This is an optimization exercise on Yosys and OpenROAD, whose aim is a short achievable clock period and few clock cycles, not a production implementation. Function was checked by simulation only, so behaviour that the tests miss may differ from the original. Power figures rest on the tool's default switching activity, not on a simulated workload.

==> flow/config.mk <==
export PLATFORM = sky130hd
export DESIGN_NAME = dlx_top
export DESIGN_NICKNAME = dlx_top
export VERILOG_FILES = /design/flow/design.v
export SDC_FILE = /design/flow/constraint.sdc
export NUM_CORES = 4
export LEC_CHECK = 0
export CAP_MARGIN = 20
export CORE_MARGIN = 2
export CORE_UTILIZATION = 40
export SLEW_MARGIN = 20
==> flow/run.sh <==
#!/bin/bash
# synth_recipe.tcl (not shown) runs the flow's synth.tcl, then flattens the netlist and writes it again
# the make line also repeats each setting of config.mk as NAME=value (left out here)
make -C /OpenROAD-flow-scripts/flow DESIGN_CONFIG=/design/flow/config.mk WORK_HOME=/design/flow/orfs CLKGATE_MAP_FILE= SYNTH_SCRIPT=/design/flow/synth_recipe.tcl finish
==> flow/constraint.sdc <==
create_clock -name core_clock -period 5.5 [get_ports {clk}]
set_input_delay 1.1000 -clock core_clock [delete_from_list [all_inputs] [get_ports {clk}]]
set_output_delay 1.1000 -clock core_clock [all_outputs]
set_load 0.01 [all_outputs]
==> flow/design.v <==
`default_nettype none
package dlx_pkg;
    parameter int xlen = 32;
    typedef logic [4:0]      reg_addr_t;
    typedef logic [xlen-1:0] word_t;
    localparam logic [5:0] op_special = 6'h00;
    localparam logic [5:0] op_addi    = 6'h08;
    localparam logic [5:0] op_lw      = 6'h23;
    localparam logic [5:0] op_sw      = 6'h2b;
    localparam logic [5:0] fn_add = 6'h20;
    localparam logic [5:0] fn_sub = 6'h22;
    localparam logic [5:0] fn_and = 6'h24;
    localparam logic [5:0] fn_or  = 6'h25;
    localparam logic [5:0] fn_slt = 6'h2a;
    typedef enum logic [2:0] {
        alu_add,
        alu_sub,
        alu_and,
        alu_or,
        alu_slt
    } alu_op_t;
    typedef enum logic [1:0] {
        from_reg,
        from_mem,
        from_wb
    } fwd_sel_t;
    typedef struct packed {
        logic    reg_write;
        logic    mem_to_reg;
        logic    mem_write;
        logic    use_imm;
        alu_op_t alu_op;
    } ctrl_t;
    typedef struct packed {
        ctrl_t     ctrl;
        word_t     rs1_val;
        word_t     rs2_val;
        word_t     imm;
        reg_addr_t rs1;
        reg_addr_t rs2;
        reg_addr_t rd;
    } id_ex_t;
    typedef struct packed {
        logic      reg_write;
        logic      mem_to_reg;
        logic      mem_write;
        word_t     alu_result;
        word_t     store_data;
        reg_addr_t rd;
    } ex_mem_t;
    typedef struct packed {
        logic      we;
        reg_addr_t rd;
        word_t     value;
    } wb_t;
    typedef struct packed {
        word_t addr;
        word_t wdata;
        logic  we;
    } dmem_req_t;
endpackage
`default_nettype wire
`timescale 1ns/1ps
`default_nettype none
module dlx_fetch #(
    parameter dlx_pkg::word_t reset_pc = '0
) (
    input  logic           clk,
    input  logic           rst_n,
    input  logic           stall,
    input  dlx_pkg::word_t imem_data,
    output dlx_pkg::word_t imem_addr,
    output dlx_pkg::word_t if_instr
);
    localparam dlx_pkg::word_t pc_step = 4;
    dlx_pkg::word_t pc;
    assign imem_addr = pc;
    always_ff @(posedge clk or negedge rst_n) begin
        if (!rst_n) begin
            pc <= reset_pc;
        end else if (!stall) begin
            pc <= pc + pc_step;
        end
    end
    always_ff @(posedge clk or negedge rst_n) begin
        if (!rst_n) begin
            if_instr <= '0;
        end else if (stall) begin
            if_instr <= '0;
        end else begin
            if_instr <= imem_data;
        end
    end
endmodule
`default_nettype wire
`timescale 1ns/1ps
`default_nettype none
module dlx_hazard (
    input  dlx_pkg::word_t    imem_data,
    input  dlx_pkg::word_t    if_instr,
    input  dlx_pkg::id_ex_t   id_ex,
    input  dlx_pkg::ex_mem_t  ex_mem,
    input  dlx_pkg::wb_t      wb,
    output logic              stall,
    output dlx_pkg::fwd_sel_t fwd_a,
    output dlx_pkg::fwd_sel_t fwd_b
);
    function automatic dlx_pkg::fwd_sel_t pick_src(input dlx_pkg::reg_addr_t rs,
                                                   input dlx_pkg::ex_mem_t   mem,
                                                   input dlx_pkg::wb_t       res);
        logic mem_hit;
        logic wb_hit;
        mem_hit = mem.reg_write && !mem.mem_to_reg && (mem.rd != '0) && (mem.rd == rs);
        wb_hit  = res.we && (res.rd != '0) && (res.rd == rs);
        if (mem_hit) begin
            pick_src = dlx_pkg::from_mem;
        end else if (wb_hit) begin
            pick_src = dlx_pkg::from_wb;
        end else begin
            pick_src = dlx_pkg::from_reg;
        end
    endfunction
    logic                id_is_load;
    dlx_pkg::reg_addr_t  id_load_rd;
    assign id_is_load = (if_instr[31:26] == dlx_pkg::op_lw);
    assign id_load_rd = if_instr[20:16];
    assign stall = id_is_load && (id_load_rd != '0) &&
                   ((id_load_rd == imem_data[25:21]) || (id_load_rd == imem_data[20:16]));
    assign fwd_a = pick_src(id_ex.rs1, ex_mem, wb);
    assign fwd_b = pick_src(id_ex.rs2, ex_mem, wb);
endmodule
`default_nettype wire
`timescale 1ns/1ps
`default_nettype none
module dlx_decode (
    input  logic            clk,
    input  logic            rst_n,
    input  dlx_pkg::word_t  if_instr,
    input  dlx_pkg::wb_t    wb,
    output dlx_pkg::id_ex_t id_ex
);
    dlx_pkg::word_t     regs [32];
    dlx_pkg::ctrl_t     ctrl;
    dlx_pkg::reg_addr_t rs1;
    dlx_pkg::reg_addr_t rs2;
    dlx_pkg::reg_addr_t rd;
    dlx_pkg::word_t     imm;
    dlx_pkg::word_t     rs1_val;
    dlx_pkg::word_t     rs2_val;
    logic [5:0]         opcode;
    logic [5:0]         funct;
    assign opcode = if_instr[31:26];
    assign funct  = if_instr[5:0];
    assign rs1    = if_instr[25:21];
    assign rs2    = if_instr[20:16];
    assign rd     = (opcode == dlx_pkg::op_special) ? if_instr[15:11] : if_instr[20:16];
    assign imm    = {{16{if_instr[15]}}, if_instr[15:0]};
    always_comb begin
        ctrl        = '0;
        ctrl.alu_op = dlx_pkg::alu_add;
        case (opcode)
            dlx_pkg::op_special: begin
                ctrl.reg_write = 1'b1;
                case (funct)
                    dlx_pkg::fn_add: ctrl.alu_op = dlx_pkg::alu_add;
                    dlx_pkg::fn_sub: ctrl.alu_op = dlx_pkg::alu_sub;
                    dlx_pkg::fn_and: ctrl.alu_op = dlx_pkg::alu_and;
                    dlx_pkg::fn_or:  ctrl.alu_op = dlx_pkg::alu_or;
                    dlx_pkg::fn_slt: ctrl.alu_op = dlx_pkg::alu_slt;
                    default:         ctrl.reg_write = 1'b0;
                endcase
            end
            dlx_pkg::op_addi: begin
                ctrl.reg_write = 1'b1;
                ctrl.use_imm   = 1'b1;
            end
            dlx_pkg::op_lw: begin
                ctrl.reg_write  = 1'b1;
                ctrl.mem_to_reg = 1'b1;
                ctrl.use_imm    = 1'b1;
            end
            dlx_pkg::op_sw: begin
                ctrl.mem_write = 1'b1;
                ctrl.use_imm   = 1'b1;
            end
            default: begin
                ctrl = '0;
            end
        endcase
    end
    always_ff @(posedge clk) begin
        if (wb.we && (wb.rd != '0)) begin
            regs[wb.rd] <= wb.value;
        end
    end
    always_comb begin
        rs1_val = (rs1 == '0) ? '0 : regs[rs1];
        rs2_val = (rs2 == '0) ? '0 : regs[rs2];
        if (wb.we && (wb.rd != '0) && (wb.rd == rs1)) begin
            rs1_val = wb.value;
        end
        if (wb.we && (wb.rd != '0) && (wb.rd == rs2)) begin
            rs2_val = wb.value;
        end
    end
    always_ff @(posedge clk or negedge rst_n) begin
        if (!rst_n) begin
            id_ex <= '0;
        end else begin
            id_ex.ctrl    <= ctrl;
            id_ex.rs1_val <= rs1_val;
            id_ex.rs2_val <= rs2_val;
            id_ex.imm     <= imm;
            id_ex.rs1     <= rs1;
            id_ex.rs2     <= rs2;
            id_ex.rd      <= rd;
        end
    end
endmodule
`default_nettype wire
`timescale 1ns/1ps
`default_nettype none
module dlx_execute (
    input  logic              clk,
    input  logic              rst_n,
    input  dlx_pkg::id_ex_t   id_ex,
    input  dlx_pkg::fwd_sel_t fwd_a,
    input  dlx_pkg::fwd_sel_t fwd_b,
    input  dlx_pkg::wb_t      wb,
    output dlx_pkg::ex_mem_t  ex_mem
);
    function automatic dlx_pkg::word_t fwd_mux(input dlx_pkg::fwd_sel_t sel,
                                               input dlx_pkg::word_t    reg_val,
                                               input dlx_pkg::word_t    mem_val,
                                               input dlx_pkg::word_t    wb_val);
        case (sel)
            dlx_pkg::from_mem: fwd_mux = mem_val;
            dlx_pkg::from_wb:  fwd_mux = wb_val;
            default:           fwd_mux = reg_val;
        endcase
    endfunction
    dlx_pkg::word_t op_a;
    dlx_pkg::word_t rs2_fwd;
    dlx_pkg::word_t op_b;
    dlx_pkg::word_t alu_y;
    assign op_a    = fwd_mux(fwd_a, id_ex.rs1_val, ex_mem.alu_result, wb.value);
    assign rs2_fwd = fwd_mux(fwd_b, id_ex.rs2_val, ex_mem.alu_result, wb.value);
    assign op_b    = id_ex.ctrl.use_imm ? id_ex.imm : rs2_fwd;
    always_comb begin
        case (id_ex.ctrl.alu_op)
            dlx_pkg::alu_add: alu_y = op_a + op_b;
            dlx_pkg::alu_sub: alu_y = op_a - op_b;
            dlx_pkg::alu_and: alu_y = op_a & op_b;
            dlx_pkg::alu_or:  alu_y = op_a | op_b;
            dlx_pkg::alu_slt: alu_y = {{(dlx_pkg::xlen-1){1'b0}},
                                       ($signed(op_a) < $signed(op_b))};
            default:          alu_y = op_a + op_b;
        endcase
    end
    always_ff @(posedge clk or negedge rst_n) begin
        if (!rst_n) begin
            ex_mem <= '0;
        end else begin
            ex_mem.reg_write  <= id_ex.ctrl.reg_write;
            ex_mem.mem_to_reg <= id_ex.ctrl.mem_to_reg;
            ex_mem.mem_write  <= id_ex.ctrl.mem_write;
            ex_mem.alu_result <= alu_y;
            ex_mem.store_data <= rs2_fwd;
            ex_mem.rd         <= id_ex.rd;
        end
    end
endmodule
`default_nettype wire
`timescale 1ns/1ps
`default_nettype none
module dlx_writeback (
    input  logic             clk,
    input  logic             rst_n,
    input  dlx_pkg::ex_mem_t ex_mem,
    input  dlx_pkg::word_t   dmem_rdata,
    output dlx_pkg::wb_t     wb
);
    logic               we_q;
    logic               mem_to_reg_q;
    dlx_pkg::reg_addr_t rd_q;
    dlx_pkg::word_t     alu_result_q;
    dlx_pkg::word_t     load_data_q;
    always_ff @(posedge clk or negedge rst_n) begin
        if (!rst_n) begin
            we_q         <= 1'b0;
            mem_to_reg_q <= 1'b0;
            rd_q         <= '0;
            alu_result_q <= '0;
            load_data_q  <= '0;
        end else begin
            we_q         <= ex_mem.reg_write;
            mem_to_reg_q <= ex_mem.mem_to_reg;
            rd_q         <= ex_mem.rd;
            alu_result_q <= ex_mem.alu_result;
            load_data_q  <= dmem_rdata;
        end
    end
    assign wb.we    = we_q;
    assign wb.rd    = rd_q;
    assign wb.value = mem_to_reg_q ? load_data_q : alu_result_q;
endmodule
`default_nettype wire
`timescale 1ns/1ps
`default_nettype none
module dlx_core #(
    parameter dlx_pkg::word_t reset_pc = '0
) (
    input  logic               clk,
    input  logic               rst_n,
    output dlx_pkg::word_t     imem_addr,
    input  dlx_pkg::word_t     imem_data,
    output dlx_pkg::dmem_req_t dmem_req,
    input  dlx_pkg::word_t     dmem_rdata
);
    logic              stall;
    dlx_pkg::word_t    if_instr;
    dlx_pkg::id_ex_t   id_ex;
    dlx_pkg::ex_mem_t  ex_mem;
    dlx_pkg::wb_t      wb;
    dlx_pkg::fwd_sel_t fwd_a;
    dlx_pkg::fwd_sel_t fwd_b;
    dlx_fetch #(
        .reset_pc (reset_pc)
    ) i_fetch (
        .clk       (clk),
        .rst_n     (rst_n),
        .stall     (stall),
        .imem_data (imem_data),
        .imem_addr (imem_addr),
        .if_instr  (if_instr)
    );
    dlx_hazard i_hazard (
        .imem_data (imem_data),
        .if_instr  (if_instr),
        .id_ex     (id_ex),
        .ex_mem    (ex_mem),
        .wb        (wb),
        .stall     (stall),
        .fwd_a     (fwd_a),
        .fwd_b     (fwd_b)
    );
    dlx_decode i_decode (
        .clk      (clk),
        .rst_n    (rst_n),
        .if_instr (if_instr),
        .wb       (wb),
        .id_ex    (id_ex)
    );
    dlx_execute i_execute (
        .clk    (clk),
        .rst_n  (rst_n),
        .id_ex  (id_ex),
        .fwd_a  (fwd_a),
        .fwd_b  (fwd_b),
        .wb     (wb),
        .ex_mem (ex_mem)
    );
    dlx_writeback i_writeback (
        .clk        (clk),
        .rst_n      (rst_n),
        .ex_mem     (ex_mem),
        .dmem_rdata (dmem_rdata),
        .wb         (wb)
    );
    assign dmem_req.addr  = ex_mem.alu_result;
    assign dmem_req.wdata = ex_mem.store_data;
    assign dmem_req.we    = ex_mem.mem_write;
endmodule
`default_nettype wire
`timescale 1ns/1ps
`default_nettype none
module dlx_top (
    input  logic        clk,
    input  logic        rst_n,
    output logic [31:0] imem_addr,
    input  logic [31:0] imem_data,
    output logic [31:0] dmem_addr,
    output logic [31:0] dmem_wdata,
    output logic        dmem_we,
    input  logic [31:0] dmem_rdata
);
    dlx_pkg::dmem_req_t dmem_req;
    dlx_core #(
        .reset_pc ('0)
    ) i_core (
        .clk        (clk),
        .rst_n      (rst_n),
        .imem_addr  (imem_addr),
        .imem_data  (imem_data),
        .dmem_req   (dmem_req),
        .dmem_rdata (dmem_rdata)
    );
    assign dmem_addr  = dmem_req.addr;
    assign dmem_wdata = dmem_req.wdata;
    assign dmem_we    = dmem_req.we;
endmodule
`default_nettype wire
==> impl_metrics.tcl <==
set metrics [dict create \
    fin_crit_sh_pct 94.2 \
    drt_wl_total_um 201000 \
    postLayoutSetupSlackWorst_ns 0.320 \
    fin_tns_setup_ns 0 \
    netlist_top_cells_area "sky130_fd_sc_hd__edfxtp_1 (48%), sky130_fd_sc_hd__mux4_2 (16%), sky130_fd_sc_hd__dfrtp_1 (12%), sky130_fd_sc_hd__mux2i_1 (4.1%), sky130_fd_sc_hd__o21ai_0 (2.4%)" \
    holdBufCountCts 0 \
    clk_latency_ns 0.78 \
    cts_htree_levels 4 \
    fillers 13800 \
    power-per-cell-area_nw_per_um2 379 \
    cell_accounting_for_the_most_synthesized_area "sky130_fd_sc_hd__edfxtp_1" \
    drt-pass1-iter-count 6 \
    worst-path-max-fanout 10 \
    routed_wire_length_per_instance_um 30.0 \
    final_max_slew_viol_count 0 \
    tritoncts "built" \
    synth_cell_types 92 \
    period_minus_slack_ns 5.18 \
    final_layout_size_suffix_gt1_share_pct 22.5 \
    leakage_nw 25.6 \
    cts_made_buffers 146 \
    path_clk_slew_ns 0.06 \
    worst_ep_arrival_time_ns 5.86 \
    switching_power_summed_over_all_nets_w 0.00810 \
    number_of_synthesized_register_bits 1331 \
    drt_first_iter_violations 4707 \
    run_status "no timing/DRC/antenna violations" \
    antenna_violating_nets_left 0 \
    fin_worst_skew_ns 0.0320 \
    core_region_area_um2 160000 \
    ys_async_sr_fraction_pct 23.1 \
    post-synth-top-area-fraction_pct 47.7 \
    min_path_type "reg2reg" \
    die_height_um 405 \
    power_frac_clock_pct 35.8 \
    maximum_buffer_depth_of_the_clock_tree 3 \
    die_area_um2 164000 \
    synth-edff-count 1024 \
    worst-slew-pin-transition_ns 1.19 \
    fmax_mhz 193 \
    layout_commonest_cell "sky130_fd_sc_hd__edfxtp_1" \
    number_of_antenna_violations_at_the_first_check_in_global_routing 3 \
    largest_net_degree_at_the_start_of_global_routing 127 \
    worstPathRequired_ns 6.18 \
    synth.avg_cell_area_um2 15.2 \
    globalRoute.totalOverflow 0 \
    synthesis.area_um2 64500 \
    fp_rows 147 \
    slew-limit-headroom_pct 19.8 \
    flow.area_growth_from_synthesis_pct 15.3 \
    seq_power_share_pct 46.0 \
    swShare_pct 28.7 \
    layout.cells.most_common_list "sky130_fd_sc_hd__edfxtp_1 (1,024), sky130_fd_sc_hd__mux4_2 (451), sky130_fd_sc_hd__o21ai_0 (300)" \
    multiInputGateArea_um2 24300 \
    drv_cap 0 \
    max-vdd-ir-drop_mv 0.242 \
    critPathLaunchType "register" \
    setup.worst_path.end_class "register" \
    final_cell_count_no_fill 6685 \
    grtUsageTotal_pct 24.4 \
    die_width_um 405 \
    total_area_of_sequential_cells_um2 38500 \
    synthesis.yosys.warnings 5 \
    yosys_most_used_dff "sky130_fd_sc_hd__edfxtp_1" \
    drt_drc_violations_left 0 \
    dp.final_hpwl_um 125000 \
    cts.sink_count 1331 \
    final_hold_viol_count 0 \
    grt_pass1_vias 40200 \
    top_level_ports 163 \
    placed_cells_incl_taps 6416 \
    fin_util_pct 46.3 \
    global_route_wire_length_before_repair_um 289000 \
    start_util_pct 40.2 \
    port_buffers 160 \
    intPower_w 0.0201 \
    post_synthesis_sequential_area_ratio_pct 59.6 \
    finalWeightedCongestion 0.928 \
    setup_viol_count_final 0 \
    rsz0062_at_grt "false" \
    critical_path_class "reg2reg" \
    detailedPlace.worstSlack_ns 0.111 \
    clk_root_buffer_cell "sky130_fd_sc_hd__clkbuf_16" \
    postSynthCellCount 4236 \
    route.vias.total 40500 \
    nNetsFinal 4570 \
    hold_slack_ns 0.346 \
    average_via_count_per_standard_cell 6.06 \
    power_share_of_the_combinational_group_pct 18.2 \
]
==> routing by layer <==
metal	vias to the layer above	GRT usage, %	part of all wire [%]
met2	1872	39.0	48
li1	17000	-	-
met3	367	4.46	8.3
met4	2	8.10	3.2
met5	-	0	0.0060
met1	21200	33.6	41
==> cell usage after synthesis, drive strengths merged (22+ instances only) <==
cell and number:
nor3 22, o211ai 43, a21oi 139, edfxtp 1024
nor2 189, inv 137, xor2 31, buf 160
mux4 451, clkbuf 190, a221oi 80, o21ai 310
o22ai 80, a22oi 69, dfrtp 307, nand3 42
mux2 79, xnor2 48, mux2i 263, nand2 190
nor2b 60, ha 98
==> timing repair <==
| item | CTS | global route |
|---|---|---|
| buffers inserted | 0 | 0 |
| resized for setup | 0 | 10 |
| endpoints found under the setup margin | 0 | 8 |
==> per-stage QoR <==
stage          total power, W  cell area [µm²]
3_3_place_gp           0.0182            69200
6_report               0.0282            74300
3_5_place_dp           0.0182            69300
5_1_grt                0.0292            74300
2_1_floorplan          0.0159            64600
4_1_cts                0.0283            74300
==> final cells by class <==
| cell class | count | share of cell area (%) |
|---|---|---|
| clock inverter | 79 | 1.23 |
| tap | 2160 | 3.64 |
| antenna | 2 | 0.00674 |
| clock buffer | 188 | 5.42 |
| sequential | 1331 | 51.8 |
| inverter | 137 | 0.692 |
| timing repair buffer | 337 | 4.47 |
| multi-input combinational | 2451 | 32.8 |
==> sequential cells by signal, indices dropped and copies added (netlist names) <==
register	flops
i_core.i_writeback.we_q	1
i_core.i_writeback.load_data_q	32
i_core.i_fetch.if_instr	32
i_core.i_decode.id_ex	102
i_core.i_decode.regs	1024
i_core.i_fetch.pc	30
i_core.i_execute.ex_mem	72
i_core.i_writeback.alu_result_q	32
i_core.i_writeback.rd_q	5
i_core.i_writeback.mem_to_reg_q	1
==> cell families (layout without fill, tap and decap cells) <==
logic type / count (synthesis) / in the layout / share of synthesized area [%]
AND/OR/NAND/NOR: 594 / 594 / 4.32
buffers and inverters: 487 / 741 / 3.38
multiplexers: 793 / 793 / 21.2
other: 1 / 36 / 0.00582
flip-flops: 1331 / 1331 / 59.6
AO/OA/AOI/OAI: 850 / 850 / 8.41
XOR/XNOR: 79 / 79 / 1.07
adder cells (fa/ha/maj): 101 / 101 / 1.98
==> power groups by stage <==
stage / clock, W / combinational (W) / sequential [W]
global route: 0.0106 / 0.00552 / 0.0130
detailed placement: 0 / 0.00506 / 0.0132
CTS: 0.0102 / 0.00507 / 0.0130
floorplan: 0 / 0.00315 / 0.0128
finish: 0.0101 / 0.00513 / 0.0130
global placement: 0 / 0.00503 / 0.0132
==> worst max-delay path, cell delays in order, from the launching register on <==
cell and delay [ns]:
sky130_fd_sc_hd__dfrtp_1 0.51, sky130_fd_sc_hd__xnor2_1 0.23, sky130_fd_sc_hd__nand3_1 0.15, sky130_fd_sc_hd__nor4_4 0.47, sky130_fd_sc_hd__buf_4 0.24, sky130_fd_sc_hd__o21ai_0 0.09, sky130_fd_sc_hd__o21ai_0 0.54, sky130_fd_sc_hd__mux2_2 0.29
sky130_fd_sc_hd__ha_1 0.34, sky130_fd_sc_hd__nand3_1 0.17, sky130_fd_sc_hd__o21bai_1 0.16, sky130_fd_sc_hd__or3b_1 0.46, sky130_fd_sc_hd__a21oi_1 0.38, sky130_fd_sc_hd__buf_4 0.23, sky130_fd_sc_hd__o21ai_0 0.09, sky130_fd_sc_hd__a21oi_1 0.21
sky130_fd_sc_hd__nor2_1 0.06, sky130_fd_sc_hd__a211o_1 0.28, sky130_fd_sc_hd__a22oi_1 0.18
==> worst paths after layout <==
kind	depth (start not counted)	slack, ns	startpoint	to
setup / recovery	18	0.32	i_core.i_writeback.rd_q[0]	i_core.i_execute.ex_mem[53]
hold / removal	0	0.35	i_core.i_fetch.if_instr[8]	i_core.i_decode.id_ex[23]
setup reg to reg	18	0.32	i_core.i_writeback.rd_q[0]	i_core.i_execute.ex_mem[53]
hold reg to reg	0	0.35	i_core.i_fetch.if_instr[8]	i_core.i_decode.id_ex[23]
max in group asynchronous	2	3.85	rst_n	i_core.i_fetch.if_instr[16]
min in group asynchronous	1	0.40	rst_n	i_core.i_fetch.pc[31]
Testbench counts, summed over its fixed seeds: cycles 25,264.

==> what the ideal ports hide <==
The results above use ideal ports. As a check the final layout listed here was re-extracted and re-timed, cells and wires unchanged. Step 1, drivers: a clkbuf_16 drives clk and a buf_2 each remaining input, both assumed. Step 2 also shifts input and output timing later by t, the mid clock arrival at the registers, as if the neighbouring blocks saw the same clock. a / b / c = ideal ports / drivers / drivers and shift; a / b = the first two.
shift t [ns]: 0.847
setup slack, ns: 0.320 / 0.320 / 0.320
worst register clock-pin slew, ns: 0.07 / 0.07
worst data-port slew with drivers (ns): 0.08
After both steps this run still meets setup and hold. The setup slack of this run moves by 0.000 ns with the drivers and by 0.000 ns with both steps.
